Background: an optimization exercise with open tools, aiming at small area and a short achievable clock period. Do not read the settings as production practice.
Where RTL was checked, it was by simulation tests only, not by an equivalence proof against the original.
For run 2, only the layout was checked, not whether the RTL still works.

==> flow/design.v, too long to show whole: its modules and the start of the top module <==
// module isq_square_tree: 496 lines
// module isq_xmul_tree: 638 lines
// module isq_ymul_tree: 642 lines
// module csa_fa: 10 lines
// module csa_fa1: 9 lines
// module csa_ha: 9 lines
// module inv_sqrt_unit: 186 lines
// module pipe_reg: 16 lines
module inv_sqrt_unit #(
	parameter logic [9:0] PIPE = 10'b1111111111
) (
	input  logic clk,
	input  logic reset,
	input  logic in_valid,
	input  fp_pkg::int_t in_value,
	output logic out_valid,
	output fp_pkg::fp_t  out_fp,
	output fp_pkg::int_t out_fixed
);
  // ...
==> flow/flow/run.sh <==
#!/bin/bash
set -euo pipefail
export SETUP_SLACK_MARGIN=6.3
bash standard.sh > standard.log 2>&1
==> flow/standard.sh <==
#!/bin/bash
# synth_recipe.tcl (not shown) runs the flow's synth.tcl, then flattens the netlist and writes it again
# the make line also repeats each setting of config.mk as NAME=value (left out here)
make -C /OpenROAD-flow-scripts/flow DESIGN_CONFIG=/design/flow/config.mk WORK_HOME=/design/flow/orfs CLKGATE_MAP_FILE= SYNTH_SCRIPT=/design/flow/synth_recipe.tcl "${@:-finish}"
==> flow/config.mk <==
export PLATFORM = sky130hd
export DESIGN_NAME = inv_sqrt_unit
export DESIGN_NICKNAME = inv_sqrt_unit
export VERILOG_FILES = /design/flow/design.v
export SDC_FILE = /design/flow/constraint.sdc
export NUM_CORES = 4
export LEC_CHECK = 0
export CAP_MARGIN = 20
export CORE_MARGIN = 2
export CORE_UTILIZATION = 40
export CTS_CLUSTER_DIAMETER = 130
export CTS_CLUSTER_SIZE = 30
export SLEW_MARGIN = 20
export SYNTH_HIERARCHICAL = 1
export SYNTH_MINIMUM_KEEP_SIZE = 0
==> flow/constraint.sdc <==
create_clock -name core_clock -period 9.5 [get_ports {clk}]
set_input_delay 1.9000 -clock core_clock [delete_from_list [all_inputs] [get_ports {clk}]]
set_output_delay 1.9000 -clock core_clock [all_outputs]
set_load 0.01 [all_outputs]
==> metrics.yaml, run 1 <==
placed_design:
  post-dp-hpwl_mm: 48.1
  io_buffers: 55
clock_network:
  cts_inserted_buffers: 20
  cts_sinks: 464
  cts_tree: "yes"
  cts_max_level: 1
  clock_latency_ns: 0.59
route:
  num_vias: 19900
  met2_wirelength_mm: 33.0
critical_path:
  critical_path_depth: 10
  regToRegStartpoint: "u_c7.q[33]$_DFF_P_"
  worstPathRequired_ns: 9.94
  end_kind: "flop"
  cpLargestDelayFamily: "adder cells"
  worstPathArrival_ns: 3.60
timing:
  finalCritPeriodShare_pct: 33.2
  finalClockSkew_ns: 0.0339
  maxSlewViolCount: 0
  tns_ns: 0
yosys:
  ys_warn_count: 17
  postSynthAreaPerCell_um2: 10.8
die:
  start_util_pct: 40.4
finish:
  nets: 3226
  area_delta_synth_final_pct: 1.60
  layout_commonest_cell: "dfxtp_1"
  multi_input_gates: 2053
  multi_input_area_share_pct: 61.7
  seq_share_pct: 29.3
global_routing:
  grt_pass1_wl_mm: 111
  use_met1_pct: 21.8
flow_run:
  cap_violations: 0
status:
  status: "timing/DRC/antenna clean"
==> module isq_square_tree, before the edit <==
module isq_square_tree (
	input  logic [15:0] u,
	output logic [35:13] ra,
	output logic [35:13] rb,
	output logic ci
);
	logic w0;
	assign w0 = u[0] & u[1];
	logic w1;
	assign w1 = u[0] & u[2];
	logic w2;
	assign w2 = u[0] & u[3];
	logic w3;
	assign w3 = u[0] & u[4];
	logic w4;
	assign w4 = u[0] & u[5];
	logic w5;
	assign w5 = u[0] & u[6];
	logic w6;
	assign w6 = u[0] & u[7];
	logic w7;
	assign w7 = u[0] & u[8];
	logic w8;
	assign w8 = u[0] & u[9];
	logic w9;
	assign w9 = u[0] & u[10];
	logic w10;
	assign w10 = u[0] & u[11];
	logic w11;
	assign w11 = u[0] & u[12];
	logic w12;
	assign w12 = u[0] & u[13];
	logic w13;
	assign w13 = u[0] & u[14];
	logic w14;
	assign w14 = u[0] & u[15];
	logic w15;
	assign w15 = u[1] & u[2];
	logic w16;
	assign w16 = u[1] & u[3];
	logic w17;
	assign w17 = u[1] & u[4];
	logic w18;
	assign w18 = u[1] & u[5];
	logic w19;
	assign w19 = u[1] & u[6];
	logic w20;
	assign w20 = u[1] & u[7];
	logic w21;
	assign w21 = u[1] & u[8];
	logic w22;
	assign w22 = u[1] & u[9];
	logic w23;
	assign w23 = u[1] & u[10];
	logic w24;
	assign w24 = u[1] & u[11];
	logic w25;
	assign w25 = u[1] & u[12];
	logic w26;
	assign w26 = u[1] & u[13];
	logic w27;
	assign w27 = u[1] & u[14];
	logic w28;
	assign w28 = u[1] & u[15];
	logic w29;
	assign w29 = u[2] & u[3];
	logic w30;
	assign w30 = u[2] & u[4];
	logic w31;
	assign w31 = u[2] & u[5];
	logic w32;
	assign w32 = u[2] & u[6];
	logic w33;
	assign w33 = u[2] & u[7];
	logic w34;
	assign w34 = u[2] & u[8];
	logic w35;
	assign w35 = u[2] & u[9];
	logic w36;
	assign w36 = u[2] & u[10];
	logic w37;
	assign w37 = u[2] & u[11];
	logic w38;
	assign w38 = u[2] & u[12];
	logic w39;
	assign w39 = u[2] & u[13];
	logic w40;
	assign w40 = u[2] & u[14];
	logic w41;
	assign w41 = u[2] & u[15];
	logic w42;
	assign w42 = u[3] & u[4];
	logic w43;
	assign w43 = u[3] & u[5];
	logic w44;
	assign w44 = u[3] & u[6];
	logic w45;
	assign w45 = u[3] & u[7];
	logic w46;
	assign w46 = u[3] & u[8];
	logic w47;
	assign w47 = u[3] & u[9];
	logic w48;
	assign w48 = u[3] & u[10];
	logic w49;
	assign w49 = u[3] & u[11];
	logic w50;
	assign w50 = u[3] & u[12];
	logic w51;
	assign w51 = u[3] & u[13];
	logic w52;
	assign w52 = u[3] & u[14];
	logic w53;
	assign w53 = u[3] & u[15];
	logic w54;
	assign w54 = u[4] & u[5];
	logic w55;
	assign w55 = u[4] & u[6];
	logic w56;
	assign w56 = u[4] & u[7];
	logic w57;
	assign w57 = u[4] & u[8];
	logic w58;
	assign w58 = u[4] & u[9];
	logic w59;
	assign w59 = u[4] & u[10];
	logic w60;
	assign w60 = u[4] & u[11];
	logic w61;
	assign w61 = u[4] & u[12];
	logic w62;
	assign w62 = u[4] & u[13];
	logic w63;
	assign w63 = u[4] & u[14];
	logic w64;
	assign w64 = u[4] & u[15];
	logic w65;
	assign w65 = u[5] & u[6];
	logic w66;
	assign w66 = u[5] & u[7];
	logic w67;
	assign w67 = u[5] & u[8];
	logic w68;
	assign w68 = u[5] & u[9];
	logic w69;
	assign w69 = u[5] & u[10];
	logic w70;
	assign w70 = u[5] & u[11];
	logic w71;
	assign w71 = u[5] & u[12];
	logic w72;
	assign w72 = u[5] & u[13];
	logic w73;
	assign w73 = u[5] & u[14];
	logic w74;
	assign w74 = u[5] & u[15];
	logic w75;
	assign w75 = u[6] & u[7];
	logic w76;
	assign w76 = u[6] & u[8];
	logic w77;
	assign w77 = u[6] & u[9];
	logic w78;
	assign w78 = u[6] & u[10];
	logic w79;
	assign w79 = u[6] & u[11];
	logic w80;
	assign w80 = u[6] & u[12];
	logic w81;
	assign w81 = u[6] & u[13];
	logic w82;
	assign w82 = u[6] & u[14];
	logic w83;
	assign w83 = u[6] & u[15];
	logic w84;
	assign w84 = u[7] & u[8];
	logic w85;
	assign w85 = u[7] & u[9];
	logic w86;
	assign w86 = u[7] & u[10];
	logic w87;
	assign w87 = u[7] & u[11];
	logic w88;
	assign w88 = u[7] & u[12];
	logic w89;
	assign w89 = u[7] & u[13];
	logic w90;
	assign w90 = u[7] & u[14];
	logic w91;
	assign w91 = u[7] & u[15];
	logic w92;
	assign w92 = u[8] & u[9];
	logic w93;
	assign w93 = u[8] & u[10];
	logic w94;
	assign w94 = u[8] & u[11];
	logic w95;
	assign w95 = u[8] & u[12];
	logic w96;
	assign w96 = u[8] & u[13];
	logic w97;
	assign w97 = u[8] & u[14];
	logic w98;
	assign w98 = u[8] & u[15];
	logic w99;
	assign w99 = u[9] & u[10];
	logic w100;
	assign w100 = u[9] & u[11];
	logic w101;
	assign w101 = u[9] & u[12];
	logic w102;
	assign w102 = u[9] & u[13];
	logic w103;
	assign w103 = u[9] & u[14];
	logic w104;
	assign w104 = u[9] & u[15];
	logic w105;
	assign w105 = u[10] & u[11];
	logic w106;
	assign w106 = u[10] & u[12];
	logic w107;
	assign w107 = u[10] & u[13];
	logic w108;
	assign w108 = u[10] & u[14];
	logic w109;
	assign w109 = u[10] & u[15];
	logic w110;
	assign w110 = u[11] & u[12];
	logic w111;
	assign w111 = u[11] & u[13];
	logic w112;
	assign w112 = u[11] & u[14];
	logic w113;
	assign w113 = u[11] & u[15];
	logic w114;
	assign w114 = u[12] & u[13];
	logic w115;
	assign w115 = u[12] & u[14];
	logic w116;
	assign w116 = u[12] & u[15];
	logic w117;
	assign w117 = u[13] & u[14];
	logic w118;
	assign w118 = u[13] & u[15];
	logic w119;
	assign w119 = u[14] & u[15];
	logic s120, c120;
	assign s120 = ~u[8];
	assign c120 = u[8];
	logic s121, c121;
	csa_ha u_ha122 (.a(u[10]), .b(u[5]), .s(s121), .co(c121));
	logic s122, c122;
	csa_ha u_ha123 (.a(u[11]), .b(w22), .s(s122), .co(c122));
	logic s123, c123;
	csa_fa u_fa124 (.a(u[12]), .b(u[6]), .c(w10), .s(s123), .co(c123));
	logic s124, c124;
	csa_ha u_ha125 (.a(w23), .b(w35), .s(s124), .co(c124));
	logic s125, c125;
	csa_fa u_fa126 (.a(u[13]), .b(w11), .c(w24), .s(s125), .co(c125));
	logic s126, c126;
	csa_ha u_ha127 (.a(w36), .b(w47), .s(s126), .co(c126));
	logic s127, c127;
	csa_fa u_fa128 (.a(u[14]), .b(u[7]), .c(w12), .s(s127), .co(c127));
	logic s128, c128;
	csa_fa u_fa129 (.a(w25), .b(w37), .c(w48), .s(s128), .co(c128));
	logic s129, c129;
	csa_ha u_ha130 (.a(w58), .b(w67), .s(s129), .co(c129));
	logic s130, c130;
	csa_fa u_fa131 (.a(u[15]), .b(w13), .c(w26), .s(s130), .co(c130));
	logic s131, c131;
	csa_fa u_fa132 (.a(w38), .b(w49), .c(w59), .s(s131), .co(c131));
	logic s132, c132;
	csa_ha u_ha133 (.a(w68), .b(w76), .s(s132), .co(c132));
	logic s133, c133;
	csa_fa u_fa134 (.a(w14), .b(w27), .c(w39), .s(s133), .co(c133));
	logic s134, c134;
	csa_fa u_fa135 (.a(w50), .b(w60), .c(w69), .s(s134), .co(c134));
	logic s135, c135;
	csa_fa u_fa136 (.a(w77), .b(w84), .c(s120), .s(s135), .co(c135));
	logic s136, c136;
	csa_fa u_fa137 (.a(u[0]), .b(w28), .c(w40), .s(s136), .co(c136));
	logic s137, c137;
	csa_fa u_fa138 (.a(w51), .b(w61), .c(w70), .s(s137), .co(c137));
	logic s138, c138;
	csa_fa u_fa139 (.a(w78), .b(w85), .c(c120), .s(s138), .co(c138));
	logic s139, c139;
	csa_fa u_fa140 (.a(u[1]), .b(u[9]), .c(w41), .s(s139), .co(c139));
	logic s140, c140;
	csa_fa u_fa141 (.a(w52), .b(w62), .c(w71), .s(s140), .co(c140));
	logic s141, c141;
	csa_fa u_fa142 (.a(w79), .b(w86), .c(w92), .s(s141), .co(c141));
	logic s142, c142;
	csa_fa u_fa143 (.a(u[2]), .b(w53), .c(w63), .s(s142), .co(c142));
	logic s143, c143;
	csa_fa u_fa144 (.a(w72), .b(w80), .c(w87), .s(s143), .co(c143));
	logic s144, c144;
	csa_fa u_fa145 (.a(u[10]), .b(u[3]), .c(w64), .s(s144), .co(c144));
	logic s145, c145;
	csa_fa u_fa146 (.a(w73), .b(w81), .c(w88), .s(s145), .co(c145));
	logic s146, c146;
	csa_fa u_fa147 (.a(u[4]), .b(w100), .c(w74), .s(s146), .co(c146));
	logic s147, c147;
	csa_fa u_fa148 (.a(u[11]), .b(u[5]), .c(w101), .s(s147), .co(c147));
	logic s148, c148;
	csa_ha u_ha149 (.a(u[3]), .b(u[6]), .s(s148), .co(c148));
	logic s149, c149;
	csa_ha u_ha150 (.a(u[7]), .b(w18), .s(s149), .co(c149));
	logic s150, c150;
	csa_fa u_fa151 (.a(u[4]), .b(u[8]), .c(w19), .s(s150), .co(c150));
	logic s151, c151;
	csa_ha u_ha152 (.a(w31), .b(w42), .s(s151), .co(c151));
	logic s152, c152;
	csa_fa u_fa153 (.a(u[9]), .b(w20), .c(w32), .s(s152), .co(c152));
	logic s153, c153;
	csa_ha u_ha154 (.a(w43), .b(w7), .s(s153), .co(c153));
	logic s154, c154;
	csa_fa u_fa155 (.a(w21), .b(w33), .c(w44), .s(s154), .co(c154));
	logic s155, c155;
	csa_fa u_fa156 (.a(w54), .b(w8), .c(s121), .s(s155), .co(c155));
	logic s156, c156;
	csa_fa u_fa157 (.a(w34), .b(w45), .c(w55), .s(s156), .co(c156));
	logic s157, c157;
	csa_fa u_fa158 (.a(w9), .b(c121), .c(s122), .s(s157), .co(c157));
	logic s158, c158;
	csa_fa u_fa159 (.a(w46), .b(w56), .c(w65), .s(s158), .co(c158));
	logic s159, c159;
	csa_fa u_fa160 (.a(c122), .b(s124), .c(s123), .s(s159), .co(c159));
	logic s160, c160;
	csa_fa u_fa161 (.a(w57), .b(w66), .c(c124), .s(s160), .co(c160));
	logic s161, c161;
	csa_fa u_fa162 (.a(s126), .b(c123), .c(s125), .s(s161), .co(c161));
	logic s162, c162;
	csa_fa u_fa163 (.a(w75), .b(c126), .c(s129), .s(s162), .co(c162));
	logic s163, c163;
	csa_fa u_fa164 (.a(c125), .b(s127), .c(s128), .s(s163), .co(c163));
	logic s164, c164;
	csa_fa u_fa165 (.a(c129), .b(s132), .c(c127), .s(s164), .co(c164));
	logic s165, c165;
	csa_fa u_fa166 (.a(c128), .b(s130), .c(s131), .s(s165), .co(c165));
	logic s166, c166;
	csa_fa u_fa167 (.a(c132), .b(c130), .c(c131), .s(s166), .co(c166));
	logic s167, c167;
	csa_fa u_fa168 (.a(s133), .b(s134), .c(s135), .s(s167), .co(c167));
	logic s168, c168;
	csa_fa u_fa169 (.a(c133), .b(c134), .c(s136), .s(s168), .co(c168));
	logic s169, c169;
	csa_fa u_fa170 (.a(s137), .b(c135), .c(s138), .s(s169), .co(c169));
	logic s170, c170;
	csa_fa u_fa171 (.a(c136), .b(c137), .c(s139), .s(s170), .co(c170));
	logic s171, c171;
	csa_fa u_fa172 (.a(s140), .b(s141), .c(c138), .s(s171), .co(c171));
	logic s172, c172;
	csa_fa u_fa173 (.a(w93), .b(c139), .c(c140), .s(s172), .co(c172));
	logic s173, c173;
	csa_fa u_fa174 (.a(c141), .b(s142), .c(s143), .s(s173), .co(c173));
	logic s174, c174;
	csa_fa u_fa175 (.a(w94), .b(w99), .c(c142), .s(s174), .co(c174));
	logic s175, c175;
	csa_fa u_fa176 (.a(c143), .b(s144), .c(s145), .s(s175), .co(c175));
	logic s176, c176;
	csa_fa u_fa177 (.a(w82), .b(w89), .c(w95), .s(s176), .co(c176));
	logic s177, c177;
	csa_fa u_fa178 (.a(c144), .b(c145), .c(s146), .s(s177), .co(c177));
	logic s178, c178;
	csa_fa u_fa179 (.a(w105), .b(w83), .c(w90), .s(s178), .co(c178));
	logic s179, c179;
	csa_fa u_fa180 (.a(w96), .b(c146), .c(s147), .s(s179), .co(c179));
	logic s180, c180;
	csa_fa u_fa181 (.a(u[6]), .b(w102), .c(w106), .s(s180), .co(c180));
	logic s181, c181;
	csa_fa u_fa182 (.a(w91), .b(w97), .c(c147), .s(s181), .co(c181));
	logic s182, c182;
	csa_fa u_fa183 (.a(u[12]), .b(u[7]), .c(w103), .s(s182), .co(c182));
	logic s183, c183;
	csa_fa u_fa184 (.a(w107), .b(w110), .c(w98), .s(s183), .co(c183));
	logic s184, c184;
	csa_fa u_fa185 (.a(u[8]), .b(w104), .c(w108), .s(s184), .co(c184));
	logic s185, c185;
	csa_fa u_fa186 (.a(u[13]), .b(u[9]), .c(w109), .s(s185), .co(c185));
	logic s186, c186;
	csa_ha u_ha187 (.a(u[2]), .b(u[4]), .s(s186), .co(c186));
	logic s187, c187;
	csa_ha u_ha188 (.a(u[5]), .b(w16), .s(s187), .co(c187));
	logic s188, c188;
	csa_fa u_fa189 (.a(w17), .b(w29), .c(w4), .s(s188), .co(c188));
	logic s189, c189;
	csa_fa u_fa190 (.a(w30), .b(w5), .c(c148), .s(s189), .co(c189));
	logic s190, c190;
	csa_fa u_fa191 (.a(w6), .b(c149), .c(s151), .s(s190), .co(c190));
	logic s191, c191;
	csa_fa u_fa192 (.a(c151), .b(s153), .c(c150), .s(s191), .co(c191));
	logic s192, c192;
	csa_fa u_fa193 (.a(c153), .b(c152), .c(s154), .s(s192), .co(c192));
	logic s193, c193;
	csa_fa u_fa194 (.a(c154), .b(s156), .c(c155), .s(s193), .co(c193));
	logic s194, c194;
	csa_fa u_fa195 (.a(c156), .b(s158), .c(c157), .s(s194), .co(c194));
	logic s195, c195;
	csa_fa u_fa196 (.a(c158), .b(s160), .c(c159), .s(s195), .co(c195));
	logic s196, c196;
	csa_fa u_fa197 (.a(c160), .b(s162), .c(c161), .s(s196), .co(c196));
	logic s197, c197;
	csa_fa u_fa198 (.a(c162), .b(c163), .c(s164), .s(s197), .co(c197));
	logic s198, c198;
	csa_fa u_fa199 (.a(c164), .b(c165), .c(s166), .s(s198), .co(c198));
	logic s199, c199;
	csa_fa u_fa200 (.a(c166), .b(s168), .c(c167), .s(s199), .co(c199));
	logic s200, c200;
	csa_fa u_fa201 (.a(c168), .b(s170), .c(c169), .s(s200), .co(c200));
	logic s201, c201;
	csa_fa u_fa202 (.a(c170), .b(s172), .c(s173), .s(s201), .co(c201));
	logic s202, c202;
	csa_fa u_fa203 (.a(c172), .b(c173), .c(s174), .s(s202), .co(c202));
	logic s203, c203;
	csa_fa u_fa204 (.a(s176), .b(c174), .c(c175), .s(s203), .co(c203));
	logic s204, c204;
	csa_fa u_fa205 (.a(c176), .b(s178), .c(c177), .s(s204), .co(c204));
	logic s205, c205;
	csa_fa u_fa206 (.a(c178), .b(s180), .c(c179), .s(s205), .co(c205));
	logic s206, c206;
	csa_fa u_fa207 (.a(c180), .b(s182), .c(s183), .s(s206), .co(c206));
	logic s207, c207;
	csa_fa u_fa208 (.a(w111), .b(c182), .c(c183), .s(s207), .co(c207));
	logic s208, c208;
	csa_fa u_fa209 (.a(w112), .b(w114), .c(c184), .s(s208), .co(c208));
	logic s209, c209;
	csa_fa u_fa210 (.a(u[10]), .b(w113), .c(w115), .s(s209), .co(c209));
	logic s210, c210;
	csa_fa u_fa211 (.a(u[11]), .b(u[14]), .c(w116), .s(s210), .co(c210));
	logic s211, c211;
	csa_ha u_ha212 (.a(u[1]), .b(u[2]), .s(s211), .co(c211));
	logic s212, c212;
	csa_ha u_ha213 (.a(u[3]), .b(w1), .s(s212), .co(c212));
	logic s213, c213;
	csa_fa u_fa214 (.a(w15), .b(w2), .c(s186), .s(s213), .co(c213));
	logic s214, c214;
	csa_fa u_fa215 (.a(w3), .b(c186), .c(s187), .s(s214), .co(c214));
	logic s215, c215;
	csa_fa u_fa216 (.a(s148), .b(c187), .c(s188), .s(s215), .co(c215));
	logic s216, c216;
	csa_fa u_fa217 (.a(s149), .b(c188), .c(s189), .s(s216), .co(c216));
	logic s217, c217;
	csa_fa u_fa218 (.a(s150), .b(c189), .c(s190), .s(s217), .co(c217));
	logic s218, c218;
	csa_fa u_fa219 (.a(s152), .b(c190), .c(s191), .s(s218), .co(c218));
	logic s219, c219;
	csa_fa u_fa220 (.a(s155), .b(c191), .c(s192), .s(s219), .co(c219));
	logic s220, c220;
	csa_fa u_fa221 (.a(s157), .b(c192), .c(s193), .s(s220), .co(c220));
	logic s221, c221;
	csa_fa u_fa222 (.a(s159), .b(c193), .c(s194), .s(s221), .co(c221));
	logic s222, c222;
	csa_fa u_fa223 (.a(s161), .b(c194), .c(s195), .s(s222), .co(c222));
	logic s223, c223;
	csa_fa u_fa224 (.a(s163), .b(c195), .c(s196), .s(s223), .co(c223));
	logic s224, c224;
	csa_fa u_fa225 (.a(s165), .b(c196), .c(s197), .s(s224), .co(c224));
	logic s225, c225;
	csa_fa u_fa226 (.a(s167), .b(c197), .c(s198), .s(s225), .co(c225));
	logic s226, c226;
	csa_fa u_fa227 (.a(s169), .b(c198), .c(s199), .s(s226), .co(c226));
	logic s227, c227;
	csa_fa u_fa228 (.a(s171), .b(c199), .c(s200), .s(s227), .co(c227));
	logic s228, c228;
	csa_fa u_fa229 (.a(c171), .b(s201), .c(c200), .s(s228), .co(c228));
	logic s229, c229;
	csa_fa u_fa230 (.a(s175), .b(c201), .c(s202), .s(s229), .co(c229));
	logic s230, c230;
	csa_fa u_fa231 (.a(s177), .b(c202), .c(s203), .s(s230), .co(c230));
	logic s231, c231;
	csa_fa u_fa232 (.a(s179), .b(c203), .c(s204), .s(s231), .co(c231));
	logic s232, c232;
	csa_fa u_fa233 (.a(s181), .b(c204), .c(s205), .s(s232), .co(c232));
	logic s233, c233;
	csa_fa u_fa234 (.a(c181), .b(s206), .c(c205), .s(s233), .co(c233));
	logic s234, c234;
	csa_fa u_fa235 (.a(s184), .b(c206), .c(s207), .s(s234), .co(c234));
	logic s235, c235;
	csa_fa u_fa236 (.a(s185), .b(c207), .c(s208), .s(s235), .co(c235));
	logic s236, c236;
	csa_fa u_fa237 (.a(c185), .b(s209), .c(c208), .s(s236), .co(c236));
	logic s237, c237;
	csa_fa u_fa238 (.a(w117), .b(c209), .c(s210), .s(s237), .co(c237));
	logic s238, c238;
	csa_fa u_fa239 (.a(u[12]), .b(w118), .c(c210), .s(s238), .co(c238));
	logic s239, c239;
	csa_fa u_fa240 (.a(u[13]), .b(u[15]), .c(w119), .s(s239), .co(c239));
	logic [12:0] lo_a, lo_b;
	logic [13:0] lo_sum;
	assign ra = {1'b0, 1'b1, c239, c238, c237, c236, c235, c234, c233, c232, c231, c230, c229, c228, c227, c226, c225, c224, c223, c222, c221, c220, c219};
	assign rb = {1'b0, u[15], u[14], s239, s238, s237, s236, s235, s234, s233, s232, s231, s230, s229, s228, s227, s226, s225, s224, s223, s222, s221, s220};
	assign lo_a = {c218, c217, c216, c215, c214, c213, c212, c211, s211, u[0], 1'b0, 1'b0, 1'b1};
	assign lo_b = {s219, s218, s217, s216, s215, s214, s213, s212, w0, u[1], 1'b0, 1'b0, 1'b0};
	assign lo_sum = {1'b0, lo_a} + {1'b0, lo_b};
	assign ci = lo_sum[13];
endmodule
==> module inv_sqrt_unit, before the edit <==
module inv_sqrt_unit #(
	parameter logic [9:0] PIPE = 10'b1111111111
) (
	input  logic clk,
	input  logic reset,
	input  logic in_valid,
	input  fp_pkg::int_t in_value,
	output logic out_valid,
	output fp_pkg::fp_t  out_fp,
	output fp_pkg::int_t out_fixed
);
	localparam int LAT = 1 + PIPE[0] + PIPE[1] + PIPE[2] + PIPE[3] + PIPE[4] +
		PIPE[5] + PIPE[6] + PIPE[7] + PIPE[8] + PIPE[9];
	logic [15:0] x;
	pipe_reg #(.W(16), .EN(PIPE[0])) u_c0 (.clk(clk), .d(in_value), .q(x));
	logic [15:0] n8, n4, n2, n1;
	logic [3:0]  lz;
	assign lz[3] = (x[15:8] == '0);
	assign n8 = lz[3] ? {x[7:0], 8'd0} : x;
	assign lz[2] = (n8[15:12] == '0);
	assign n4 = lz[2] ? {n8[11:0], 4'd0} : n8;
	assign lz[1] = (n4[15:14] == '0);
	assign n2 = lz[1] ? {n4[13:0], 2'd0} : n4;
	assign lz[0] = ~n2[15];
	assign n1 = lz[0] ? {n2[14:0], 1'b0} : n2;
	logic [14:0] a_m;
	logic [3:0]  a_p;
	pipe_reg #(.W(15+4), .EN(PIPE[1])) u_c1 (.clk(clk),
		.d({n1[14:0], ~lz}), .q({a_m, a_p}));
	logic        e0;
	logic [15:0] sub;
	logic [15:0] a_u;
	logic        a_b1;
	logic        a_t1;
	logic [3:0]  a_c;
	logic        a_z0;
	logic        a_zn;
	assign e0 = ~a_p[0];
	assign sub = {e0, a_m};
	assign a_u = 16'd28339 - sub;
	assign a_b1 = (sub > 16'd28339);
	assign a_t1 = a_b1 | (sub <= 16'd1193);
	assign a_c = 4'(({1'b0, a_p} + 5'd1) >> 1) + {3'd0, a_b1};
	assign a_z0 = (~a_b1 & ~e0 & ~a_t1) | (a_b1 & e0);
	assign a_zn = a_b1 & ~e0;
	logic [15:0] b_u;
	logic [3:0]  b_c;
	logic        b_t1, b_z0, b_zn;
	pipe_reg #(.W(16+4+3), .EN(PIPE[2])) u_c2 (.clk(clk),
		.d({a_u, a_c, a_t1, a_z0, a_zn}),
		.q({b_u, b_c, b_t1, b_z0, b_zn}));
	logic [35:13] b_ra, b_rb;
	logic         b_ci;
	isq_square_tree u_square (.u(b_u), .ra(b_ra), .rb(b_rb), .ci(b_ci));
	logic [35:13] c_ra, c_rb;
	logic         c_ci;
	logic [15:0]  c_u;
	logic [3:0]   c_c;
	logic         c_t1, c_z0, c_zn;
	pipe_reg #(.W(23+23+1+16+4+3), .EN(PIPE[3])) u_c3 (.clk(clk),
		.d({b_ra, b_rb, b_ci, b_u, b_c, b_t1, b_z0, b_zn}),
		.q({c_ra, c_rb, c_ci, c_u, c_c, c_t1, c_z0, c_zn}));
	logic [35:12] c_p1;
	logic [16:0]  c_ysq;
	assign c_p1 = {c_ra, 1'b1} + {c_rb, c_ci};
	assign c_ysq = c_t1 ? c_p1[34:18] : c_p1[33:17];
	logic [15:0]  c_sub;
	logic [14:0]  c_m;
	assign c_sub = 16'd28339 - c_u;
	assign c_m = c_sub[14:0];
	logic [16:-1] c_mb;
	logic [7:0]   c_mone, c_mtwo;
	logic [6:0]   c_mneg;
	assign c_mb = {2'b01, c_m, 1'b0};
	always_comb begin
		for (int k = 0; k < 8; k++) begin
			c_mone[k] = c_mb[2*k] ^ c_mb[2*k-1];
			c_mtwo[k] = (c_mb[2*k+1] & ~c_mb[2*k] & ~c_mb[2*k-1]) |
				(~c_mb[2*k+1] & c_mb[2*k] & c_mb[2*k-1]);
		end
		for (int k = 0; k < 7; k++) begin
			c_mneg[k] = c_mb[2*k+1];
		end
	end
	logic [15:0] d_u;
	logic [7:0]  d_mone, d_mtwo;
	logic [6:0]  d_mneg;
	logic [16:0] d_ysq;
	logic [3:0]  d_c;
	logic        d_z0, d_zn;
	pipe_reg #(.W(16+23+17+4+2), .EN(PIPE[4])) u_c4 (.clk(clk),
		.d({c_u, c_mone, c_mtwo, c_mneg, c_ysq, c_c, c_z0, c_zn}),
		.q({d_u, d_mone, d_mtwo, d_mneg, d_ysq, d_c, d_z0, d_zn}));
	logic [33:11] d_ra, d_rb;
	logic         d_ci;
	isq_xmul_tree u_xmul (.s(d_ysq), .one(d_mone), .two(d_mtwo), .neg(d_mneg),
		.ra(d_ra), .rb(d_rb), .ci(d_ci));
	logic [33:11] e_ra, e_rb;
	logic         e_ci;
	logic [15:0]  e_u;
	logic [3:0]   e_c;
	logic         e_z0, e_zn;
	pipe_reg #(.W(23+23+1+16+4+2), .EN(PIPE[5])) u_c5 (.clk(clk),
		.d({d_ra, d_rb, d_ci, d_u, d_c, d_z0, d_zn}),
		.q({e_ra, e_rb, e_ci, e_u, e_c, e_z0, e_zn}));
	logic [33:10] e_q;
	logic         e_t2;
	logic [16:0]  e_xs;
	logic         e_d2;
	assign e_q = {e_ra, 1'b1} + {e_rb, e_ci};
	assign e_t2 = e_q[33];
	assign e_xs = e_t2 ? e_q[32:16] : e_q[31:15];
	assign e_d2 = (e_z0 & ~e_t2) | (e_zn & e_t2);
	logic [15:0] f_u;
	logic [16:0] f_xs;
	logic [3:0]  f_c;
	logic        f_d2;
	pipe_reg #(.W(16+17+4+1), .EN(PIPE[6])) u_c6 (.clk(clk),
		.d({e_u, e_xs, e_c, e_d2}),
		.q({f_u, f_xs, f_c, f_d2}));
	logic [15:0] f_negx;
	logic [14:0] f_d;
	assign f_negx = 16'd0 - f_xs[15:0];
	assign f_d = f_d2 ? {f_negx[15:2], 1'b0} : {f_negx[14:1], f_xs[0]};
	logic [15:-1] f_db;
	logic [7:0]   f_done, f_dtwo, f_dneg;
	assign f_db = {f_d[14], f_d, 1'b0};
	always_comb begin
		for (int k = 0; k < 8; k++) begin
			f_done[k] = f_db[2*k] ^ f_db[2*k-1];
			f_dtwo[k] = (f_db[2*k+1] & ~f_db[2*k] & ~f_db[2*k-1]) |
				(~f_db[2*k+1] & f_db[2*k] & f_db[2*k-1]);
			f_dneg[k] = f_db[2*k+1];
		end
	end
	logic [15:0] g_u;
	logic [7:0]  g_done, g_dtwo, g_dneg;
	logic [3:0]  g_c;
	pipe_reg #(.W(16+24+4), .EN(PIPE[7])) u_c7 (.clk(clk),
		.d({f_u, f_done, f_dtwo, f_dneg, f_c}),
		.q({g_u, g_done, g_dtwo, g_dneg, g_c}));
	logic [36:12] g_ra, g_rb;
	logic         g_ci;
	isq_ymul_tree u_ymul (.u(g_u), .one(g_done), .two(g_dtwo), .neg(g_dneg),
		.ra(g_ra), .rb(g_rb), .ci(g_ci));
	logic [36:12] h_ra, h_rb;
	logic         h_ci;
	logic [3:0]   h_c;
	pipe_reg #(.W(25+25+1+4), .EN(PIPE[8])) u_c8 (.clk(clk),
		.d({g_ra, g_rb, g_ci, g_c}),
		.q({h_ra, h_rb, h_ci, h_c}));
	logic [36:11] h_wf;
	logic [36:17] h_w;
	assign h_wf = {h_ra, 1'b1} + {h_rb, h_ci};
	assign h_w = h_wf[36:17];
	logic [36:17] i_w;
	logic [3:0]   i_c;
	pipe_reg #(.W(20+4), .EN(PIPE[9])) u_c9 (.clk(clk),
		.d({h_w, h_c}),
		.q({i_w, i_c}));
	logic [17:0] i_frac;
	logic [3:0]  i_exp;
	logic [19:0] i_fix;
	assign i_frac = i_w[36] ? i_w[35:18] : i_w[34:17];
	assign i_exp = 4'd15 - i_c + {3'd0, i_w[36]};
	assign i_fix = i_w >> (5'd4 + {1'b0, i_c});
	logic [LAT-1:0] vpipe;
	always_ff @(posedge clk) begin
		if (reset) begin
			vpipe <= '0;
		end else begin
			vpipe <= {vpipe[LAT-2:0], in_valid};
		end
	end
	assign out_valid = vpipe[LAT-1];
	logic [3:0]  o_exp;
	logic [17:0] o_frac;
	logic [13:0] o_fix;
	always_ff @(posedge clk) begin
		o_exp <= i_exp;
		o_frac <= i_frac;
		o_fix <= i_fix[13:0];
	end
	assign out_fp = {5'b00111, o_exp, o_frac};
	assign out_fixed = {2'b00, o_fix};
endmodule
==> run 2, diff against run 1 <==
--- a/flow/design.v
+++ b/flow/design.v
@@ -8,18 +8,18 @@
 	typedef logic [FP_WIDTH-1:0] fp_t;
 	typedef logic [INT_WIDTH-1:0] int_t;
 endpackage
 `default_nettype wire
 `timescale 1ns/10ps
 `default_nettype none
 module isq_square_tree (
 	input  logic [15:0] u,
-	output logic [35:13] ra,
-	output logic [35:13] rb,
+	output logic [35:10] ra,
+	output logic [35:10] rb,
 	output logic ci
 );
 	logic w0;
 	assign w0 = u[0] & u[1];
 	logic w1;
 	assign w1 = u[0] & u[2];
 	logic w2;
 	assign w2 = u[0] & u[3];
@@ -493,32 +493,32 @@
 	logic s236, c236;
 	csa_fa u_fa237 (.a(c185), .b(s209), .c(c208), .s(s236), .co(c236));
 	logic s237, c237;
 	csa_fa u_fa238 (.a(w117), .b(c209), .c(s210), .s(s237), .co(c237));
 	logic s238, c238;
 	csa_fa u_fa239 (.a(u[12]), .b(w118), .c(c210), .s(s238), .co(c238));
 	logic s239, c239;
 	csa_fa u_fa240 (.a(u[13]), .b(u[15]), .c(w119), .s(s239), .co(c239));
-	logic [12:0] lo_a, lo_b;
-	logic [13:0] lo_sum;
-	assign ra = {1'b0, 1'b1, c239, c238, c237, c236, c235, c234, c233, c232, c231, c230, c229, c228, c227, c226, c225, c224, c223, c222, c221, c220, c219};
-	assign rb = {1'b0, u[15], u[14], s239, s238, s237, s236, s235, s234, s233, s232, s231, s230, s229, s228, s227, s226, s225, s224, s223, s222, s221, s220};
-	assign lo_a = {c218, c217, c216, c215, c214, c213, c212, c211, s211, u[0], 1'b0, 1'b0, 1'b1};
-	assign lo_b = {s219, s218, s217, s216, s215, s214, s213, s212, w0, u[1], 1'b0, 1'b0, 1'b0};
+	logic [9:0] lo_a, lo_b;
+	logic [10:0] lo_sum;
+	assign ra = {1'b0, 1'b1, c239, c238, c237, c236, c235, c234, c233, c232, c231, c230, c229, c228, c227, c226, c225, c224, c223, c222, c221, c220, c219, c218, c217, c216};
+	assign rb = {1'b0, u[15], u[14], s239, s238, s237, s236, s235, s234, s233, s232, s231, s230, s229, s228, s227, s226, s225, s224, s223, s222, s221, s220, s219, s218, s217};
+	assign lo_a = {c215, c214, c213, c212, c211, s211, u[0], 1'b0, 1'b0, 1'b1};
+	assign lo_b = {s216, s215, s214, s213, s212, w0, u[1], 1'b0, 1'b0, 1'b0};
 	assign lo_sum = {1'b0, lo_a} + {1'b0, lo_b};
-	assign ci = lo_sum[13];
+	assign ci = lo_sum[10];
 endmodule
 module isq_xmul_tree (
 	input  logic [16:0] s,
 	input  logic [7:0] one,
 	input  logic [7:0] two,
 	input  logic [6:0] neg,
-	output logic [33:11] ra,
-	output logic [33:11] rb,
+	output logic [33:8] ra,
+	output logic [33:8] rb,
 	output logic ci
 );
 	logic w0;
 	assign w0 = ((one[0] & s[0])) ^ neg[0];
 	logic w1;
 	assign w1 = ((one[0] & s[1]) | (two[0] & s[0])) ^ neg[0];
 	logic w2;
 	assign w2 = ((one[0] & s[2]) | (two[0] & s[1])) ^ neg[0];
@@ -1131,32 +1131,32 @@
 	csa_fa u_fa304 (.a(c244), .b(s272), .c(c271), .s(s303), .co(c303));
 	logic s304, c304;
 	csa_fa u_fa305 (.a(c245), .b(s273), .c(c272), .s(s304), .co(c304));
 	logic s305, c305;
 	csa_fa u_fa306 (.a(w158), .b(s274), .c(c273), .s(s305), .co(c305));
 	logic s306, c306;
 	assign s306 = ~c274;
 	assign c306 = c274;
-	logic [10:0] lo_a, lo_b;
-	logic [11:0] lo_sum;
-	assign ra = {c305, c304, c303, c302, c301, c300, c299, c298, c297, c296, c295, c294, c293, c292, c291, c290, c289, c288, c287, c286, c285, c284, c283};
-	assign rb = {s306, s305, s304, s303, s302, s301, s300, s299, s298, s297, s296, s295, s294, s293, s292, s291, s290, s289, s288, s287, s286, s285, s284};
-	assign lo_a = {c282, c281, c280, c279, c278, c277, c276, c275, s275, w1, neg[0]};
-	assign lo_b = {s283, s282, s281, s280, s279, s278, s277, s276, w20, 1'b0, w0};
+	logic [7:0] lo_a, lo_b;
+	logic [8:0] lo_sum;
+	assign ra = {c305, c304, c303, c302, c301, c300, c299, c298, c297, c296, c295, c294, c293, c292, c291, c290, c289, c288, c287, c286, c285, c284, c283, c282, c281, c280};
+	assign rb = {s306, s305, s304, s303, s302, s301, s300, s299, s298, s297, s296, s295, s294, s293, s292, s291, s290, s289, s288, s287, s286, s285, s284, s283, s282, s281};
+	assign lo_a = {c279, c278, c277, c276, c275, s275, w1, neg[0]};
+	assign lo_b = {s280, s279, s278, s277, s276, w20, 1'b0, w0};
 	assign lo_sum = {1'b0, lo_a} + {1'b0, lo_b};
-	assign ci = lo_sum[11];
+	assign ci = lo_sum[8];
 endmodule
 module isq_ymul_tree (
 	input  logic [15:0] u,
 	input  logic [7:0] one,
 	input  logic [7:0] two,
 	input  logic [7:0] neg,
-	output logic [36:12] ra,
-	output logic [36:12] rb,
+	output logic [36:9] ra,
+	output logic [36:9] rb,
 	output logic ci
 );
 	logic w0;
 	assign w0 = (one[0]) ^ neg[0];
 	logic w1;
 	assign w1 = ((one[0] & u[0]) | two[0]) ^ neg[0];
 	logic w2;
 	assign w2 = ((one[0] & u[1]) | (two[0] & u[0])) ^ neg[0];
@@ -1773,24 +1773,24 @@
 	csa_fa u_fa306 (.a(c246), .b(s274), .c(c273), .s(s305), .co(c305));
 	logic s306, c306;
 	csa_fa u_fa307 (.a(w158), .b(s275), .c(c274), .s(s306), .co(c306));
 	logic s307, c307;
 	csa_fa u_fa308 (.a(u[14]), .b(w159), .c(c275), .s(s307), .co(c307));
 	logic s308, c308;
 	assign s308 = ~u[15];
 	assign c308 = u[15];
-	logic [11:0] lo_a, lo_b;
-	logic [12:0] lo_sum;
-	assign ra = {1'b0, c308, c307, c306, c305, c304, c303, c302, c301, c300, c299, c298, c297, c296, c295, c294, c293, c292, c291, c290, c289, c288, c287, c286, c285};
-	assign rb = {1'b0, 1'b0, s308, s307, s306, s305, s304, s303, s302, s301, s300, s299, s298, s297, s296, s295, s294, s293, s292, s291, s290, s289, s288, s287, s286};
-	assign lo_a = {c284, c283, c282, c281, c280, c279, c278, c277, c276, s276, w1, neg[0]};
-	assign lo_b = {s285, s284, s283, s282, s281, s280, s279, s278, s277, w20, 1'b0, w0};
+	logic [8:0] lo_a, lo_b;
+	logic [9:0] lo_sum;
+	assign ra = {1'b0, c308, c307, c306, c305, c304, c303, c302, c301, c300, c299, c298, c297, c296, c295, c294, c293, c292, c291, c290, c289, c288, c287, c286, c285, c284, c283, c282};
+	assign rb = {1'b0, 1'b0, s308, s307, s306, s305, s304, s303, s302, s301, s300, s299, s298, s297, s296, s295, s294, s293, s292, s291, s290, s289, s288, s287, s286, s285, s284, s283};
+	assign lo_a = {c281, c280, c279, c278, c277, c276, s276, w1, neg[0]};
+	assign lo_b = {s282, s281, s280, s279, s278, s277, w20, 1'b0, w0};
 	assign lo_sum = {1'b0, lo_a} + {1'b0, lo_b};
-	assign ci = lo_sum[12];
+	assign ci = lo_sum[9];
 endmodule
 module csa_fa (
 	input  logic a,
 	input  logic b,
 	input  logic c,
 	output logic s,
 	output logic co
 );
@@ -1864,28 +1864,28 @@
 	assign a_z0 = (~a_b1 & ~e0 & ~a_t1) | (a_b1 & e0);
 	assign a_zn = a_b1 & ~e0;
 	logic [15:0] b_u;
 	logic [3:0]  b_c;
 	logic        b_t1, b_z0, b_zn;
 	pipe_reg #(.W(16+4+3), .EN(PIPE[2])) u_c2 (.clk(clk),
 		.d({a_u, a_c, a_t1, a_z0, a_zn}),
 		.q({b_u, b_c, b_t1, b_z0, b_zn}));
-	logic [35:13] b_ra, b_rb;
+	logic [35:10] b_ra, b_rb;
 	logic         b_ci;
 	isq_square_tree u_square (.u(b_u), .ra(b_ra), .rb(b_rb), .ci(b_ci));
-	logic [35:13] c_ra, c_rb;
+	logic [35:10] c_ra, c_rb;
 	logic         c_ci;
 	logic [15:0]  c_u;
 	logic [3:0]   c_c;
 	logic         c_t1, c_z0, c_zn;
-	pipe_reg #(.W(23+23+1+16+4+3), .EN(PIPE[3])) u_c3 (.clk(clk),
+	pipe_reg #(.W(26+26+1+16+4+3), .EN(PIPE[3])) u_c3 (.clk(clk),
 		.d({b_ra, b_rb, b_ci, b_u, b_c, b_t1, b_z0, b_zn}),
 		.q({c_ra, c_rb, c_ci, c_u, c_c, c_t1, c_z0, c_zn}));
-	logic [35:12] c_p1;
+	logic [35:9] c_p1;
 	logic [16:0]  c_ysq;
 	assign c_p1 = {c_ra, 1'b1} + {c_rb, c_ci};
 	assign c_ysq = c_t1 ? c_p1[34:18] : c_p1[33:17];
 	logic [15:0]  c_sub;
 	logic [14:0]  c_m;
 	assign c_sub = 16'd28339 - c_u;
 	assign c_m = c_sub[14:0];
 	logic [16:-1] c_mb;
@@ -1906,29 +1906,29 @@
 	logic [7:0]  d_mone, d_mtwo;
 	logic [6:0]  d_mneg;
 	logic [16:0] d_ysq;
 	logic [3:0]  d_c;
 	logic        d_z0, d_zn;
 	pipe_reg #(.W(16+23+17+4+2), .EN(PIPE[4])) u_c4 (.clk(clk),
 		.d({c_u, c_mone, c_mtwo, c_mneg, c_ysq, c_c, c_z0, c_zn}),
 		.q({d_u, d_mone, d_mtwo, d_mneg, d_ysq, d_c, d_z0, d_zn}));
-	logic [33:11] d_ra, d_rb;
+	logic [33:8] d_ra, d_rb;
 	logic         d_ci;
 	isq_xmul_tree u_xmul (.s(d_ysq), .one(d_mone), .two(d_mtwo), .neg(d_mneg),
 		.ra(d_ra), .rb(d_rb), .ci(d_ci));
-	logic [33:11] e_ra, e_rb;
+	logic [33:8] e_ra, e_rb;
 	logic         e_ci;
 	logic [15:0]  e_u;
 	logic [3:0]   e_c;
 	logic         e_z0, e_zn;
-	pipe_reg #(.W(23+23+1+16+4+2), .EN(PIPE[5])) u_c5 (.clk(clk),
+	pipe_reg #(.W(26+26+1+16+4+2), .EN(PIPE[5])) u_c5 (.clk(clk),
 		.d({d_ra, d_rb, d_ci, d_u, d_c, d_z0, d_zn}),
 		.q({e_ra, e_rb, e_ci, e_u, e_c, e_z0, e_zn}));
-	logic [33:10] e_q;
+	logic [33:7] e_q;
 	logic         e_t2;
 	logic [16:0]  e_xs;
 	logic         e_d2;
 	assign e_q = {e_ra, 1'b1} + {e_rb, e_ci};
 	assign e_t2 = e_q[33];
 	assign e_xs = e_t2 ? e_q[32:16] : e_q[31:15];
 	assign e_d2 = (e_z0 & ~e_t2) | (e_zn & e_t2);
 	logic [15:0] f_u;
@@ -1954,27 +1954,27 @@
 		end
 	end
 	logic [15:0] g_u;
 	logic [7:0]  g_done, g_dtwo, g_dneg;
 	logic [3:0]  g_c;
 	pipe_reg #(.W(16+24+4), .EN(PIPE[7])) u_c7 (.clk(clk),
 		.d({f_u, f_done, f_dtwo, f_dneg, f_c}),
 		.q({g_u, g_done, g_dtwo, g_dneg, g_c}));
-	logic [36:12] g_ra, g_rb;
+	logic [36:9] g_ra, g_rb;
 	logic         g_ci;
 	isq_ymul_tree u_ymul (.u(g_u), .one(g_done), .two(g_dtwo), .neg(g_dneg),
 		.ra(g_ra), .rb(g_rb), .ci(g_ci));
-	logic [36:12] h_ra, h_rb;
+	logic [36:9] h_ra, h_rb;
 	logic         h_ci;
 	logic [3:0]   h_c;
-	pipe_reg #(.W(25+25+1+4), .EN(PIPE[8])) u_c8 (.clk(clk),
+	pipe_reg #(.W(28+28+1+4), .EN(PIPE[8])) u_c8 (.clk(clk),
 		.d({g_ra, g_rb, g_ci, g_c}),
 		.q({h_ra, h_rb, h_ci, h_c}));
-	logic [36:11] h_wf;
+	logic [36:8] h_wf;
 	logic [36:17] h_w;
 	assign h_wf = {h_ra, 1'b1} + {h_rb, h_ci};
 	assign h_w = h_wf[36:17];
 	logic [36:17] i_w;
 	logic [3:0]   i_c;
 	pipe_reg #(.W(20+4), .EN(PIPE[9])) u_c9 (.clk(clk),
 		.d({h_w, h_c}),
 		.q({i_w, i_c}));
==> flow/config.mk (replaced) <==
export PLATFORM = sky130hd
export DESIGN_NAME = inv_sqrt_unit
export DESIGN_NICKNAME = inv_sqrt_unit
export VERILOG_FILES = /design/flow/design.v
export SDC_FILE = /design/flow/constraint.sdc
export NUM_CORES = 4
export LEC_CHECK = 0
export CAP_MARGIN = 20
export CORE_MARGIN = 2
export CORE_UTILIZATION = 40
export SLEW_MARGIN = 20
export SYNTH_HIERARCHICAL = 1
export SYNTH_MINIMUM_KEEP_SIZE = 0
==> run 2 against run 1 <==
  * Utilization rose by 1.3 points
  * Clock-buffer cell count up 40
  * Synthesized cell count rose by 1.7%
  * Cell count increased by 2.9%
  * Die area grew 1.9%
  * Worst hold slack gained 0.0090 ns
  * Via count increased by 2.9%
  * Sequential share of layout area down 0.64 points
  * Critical path type unchanged
==> metrics.yaml, run 2 <==
timing:
  rsz0062_at_grt: "yes"
  timing.fmax_ghz: 0.320
  timing.hold.ws_ns: 0.316
  setup_viol: 0
  worst_slew_pin_slew_ns: 0.959
  relSlewSlack_pct: 36.0
  finalClockSkew_ns: 0.0297  # -0.00419 ns
  finalHoldViolCount: 0
  maxSlewViolCount: 0  # unchanged
  finalCritPeriodShare_pct: 32.9  # -0.32 points
  tns_ns: 0  # unchanged
  min_period_ns: 3.13
die:
  num_rows: 104
  fp.dieH_um: 289
  die_w_um: 289
  core_area_um2: 80500
  ioPinCount: 63
  start_util_pct: 40.4  # about the same
  dieArea_um2: 83600
critical_path:
  end_kind: "flop"
  worstPathArrival_ns: 3.62  # +0.02 ns
  crit_slowest_cell: "dfxtp_2"
  worstPathCellList: "a22oi_1 -> xnor2_1 -> ha_1 -> fa_1 -> fa_1 -> ha_1 -> a21oi_1 -> o21ai_0 -> or3_1"
  path_class: "reg -> reg"
  cpPeakStageDelay_ns: 0.61
  cp-start-kind: "flop"
  worstPathRequired_ns: 9.99  # +0.05 ns
  path_max_fanout: 18
finish:
  reg_top3: "u_c5.q: 75 flops, u_c3.q: 74 flops, u_c4.q: 62 flops"
  layout_commonest_cell: "dfxtp_1"
  top_register: "u_c5.q"
  n_antenna_cell: 0
  multi_input_area_um2: 20100
  seqCellArea_um2: 9770
  drive_above_1_share_pct: 10.6
  utilization_pct: 42.3
  n_fill_cell: 7523
  area_delta_synth_final_pct: 4.77
  nets: 3283  # +1.8%
  largest_reg_flops: 75
  most-common-layout-cells: "dfxtp_1, fa_1, xnor2_1"
yosys:
  postSynthAreaPerCell_um2: 10.9  # +0.25%
  ys_warn_count: 17  # unchanged
  syn_inst: 2995
  syn_area_um2: 32500
route:
  antenna_left: 0
  first_iter_violations: 1332
  routedWlPerCell_um: 18.0
  wl_mm: 69.3
  vias_per_cell: 5.32
  num_vias: 20500  # +2.9%
  drc: 0
  drt_pre_antenna_iters: 6
flow_run:
  cap_violations: 0  # unchanged
clock_network:
  cts_inserted_buffers: 53  # +170%
  cts_tree: "yes"
  cts_max_level: 2  # +1
  clock_latency_ns: 0.62  # +0.03 ns
  clk_path_buf_depth: 3
  hold_buffers: 0
  cts_sinks: 482  # +3.9%
  cts_root_buf: "clkbuf_16"
  clkTransAtPathRegs_ns: 0.06
global_routing:
  first_global_vias: 21400
  grt_pass1_wl_mm: 113  # +2.2%
  grt-ovfl-total: 0
  grt.total_usage_pct: 16.7
  antenna_found_initial: 1
  grt_max_degree: 38
placed_design:
  gp_congestion: 0.864
  post-dp-hpwl_mm: 49.5  # +2.9%
  io_buffers: 55  # unchanged
status:
  status: "timing/DRC/antenna clean"
hold_path:
  worst_hold_path_type: "reg -> reg"
==> run 2: cell types whose count changed in the layout (fill, tap and decap cells not counted), sizes merged, moves of 11 or more <==
cell	previous run	this run
clkinv	4	17
a21oi	124	143
inv	72	85
clkbuf	20	60
buf	30	19
a21o	22	37
dfxtp	464	482
==> run 2: final timing paths <==
check | from | end | slack (ns) | cells past startpoint
min | u_c6.q[30]$_DFF_P_ | u_c7.q[36]$_DFF_P_ | 0.32 | 0
max reg2reg | u_c4.q[39]$_DFF_P_ | u_c5.q[22]$_DFF_P_ | 6.37 | 9
min reg2reg | u_c6.q[30]$_DFF_P_ | u_c7.q[36]$_DFF_P_ | 0.32 | 0
max | u_c4.q[39]$_DFF_P_ | u_c5.q[22]$_DFF_P_ | 6.37 | 9
==> run 2: layout make-up <==
type | count | share of cell area [%]
Tap cell | 1060 | 3.89
Multi-Input combinational cell | 2064 | 59.1
Sequential cell | 482 | 28.7
Clock buffer | 60 | 4.06
Timing Repair Buffer | 74 | 1.91
Clock inverter | 39 | 1.55
Inverter | 76 | 0.837
==> run 2: worst max-delay path, delay by kind of cell, from the launching register on <==
family	cells	cell delay, ns
compound gates	3	0.41
xor+xnor	1	0.17
fa+ha+maj	4	1.45
flops	1	0.61
simple gates	1	0.36
==> run 2: layer usage <==
metal  global-route usage (%)  share of wire, %  vias to the layer above
met3                     2.36               5.1                      114
met2                     28.4                49                      615
met4                     4.79               2.1                        0
li1                         -                 -                     9519
met5                        0                 0                        -
met1                     22.1                44                    10300
==> run 2: metrics by stage <==
| step | instance area (µm²) | setup slack (ns) | std cells |
|---|---|---|---|
| after CTS | 34000 | 6.32 | 3855 |
| after global routing | 34100 | 6.25 | 3855 |
| final | 34100 | 6.37 | 3855 |
| after floorplan | 32600 | 6.39 | 3009 |
| after global placement | 32100 | 6.00 | 3756 |
| after detailed placement | 32100 | 6.04 | 3756 |
==> run 2: what timing repair did <==
item	in CTS	in global routing
pin swaps	0	1
gates resized for setup	108	18
buffers inserted	0	0
setup endpoints to repair	96	27

==> what the ideal ports hide <==
In the flow no input, the clock included, has a driving cell. The finished layouts below were timed again as built, in two steps. Step 1 assumes that a clkbuf_16 drives the clock port and a buf_2 every other input. Step 2 adds t to the input delays and takes it off the output delays; t is the mean of the earliest and latest rising clock arrival at the registers after step 1. Input paths then give back, and output paths get back, about the clock's delay inside the block. Three values: ideal ports, drivers, drivers and shift; two values: the first two.
| run | t, ns | slack for setup (ns) | worst register clock-pin slew, ns | worst data-port slew with drivers (ns) | cell pins on the clock port's net |
|---|---|---|---|---|---|
| run 1 | 0.633 | 6.342 / 6.342 / 6.342 | 0.12 / 0.12 | 0.03 | 1 |
| run 2 | 0.671 | 6.372 / 6.322 / 6.372 | 0.07 / 0.07 | 0.04 | 1 |
After both steps setup and hold are still met in every run listed.
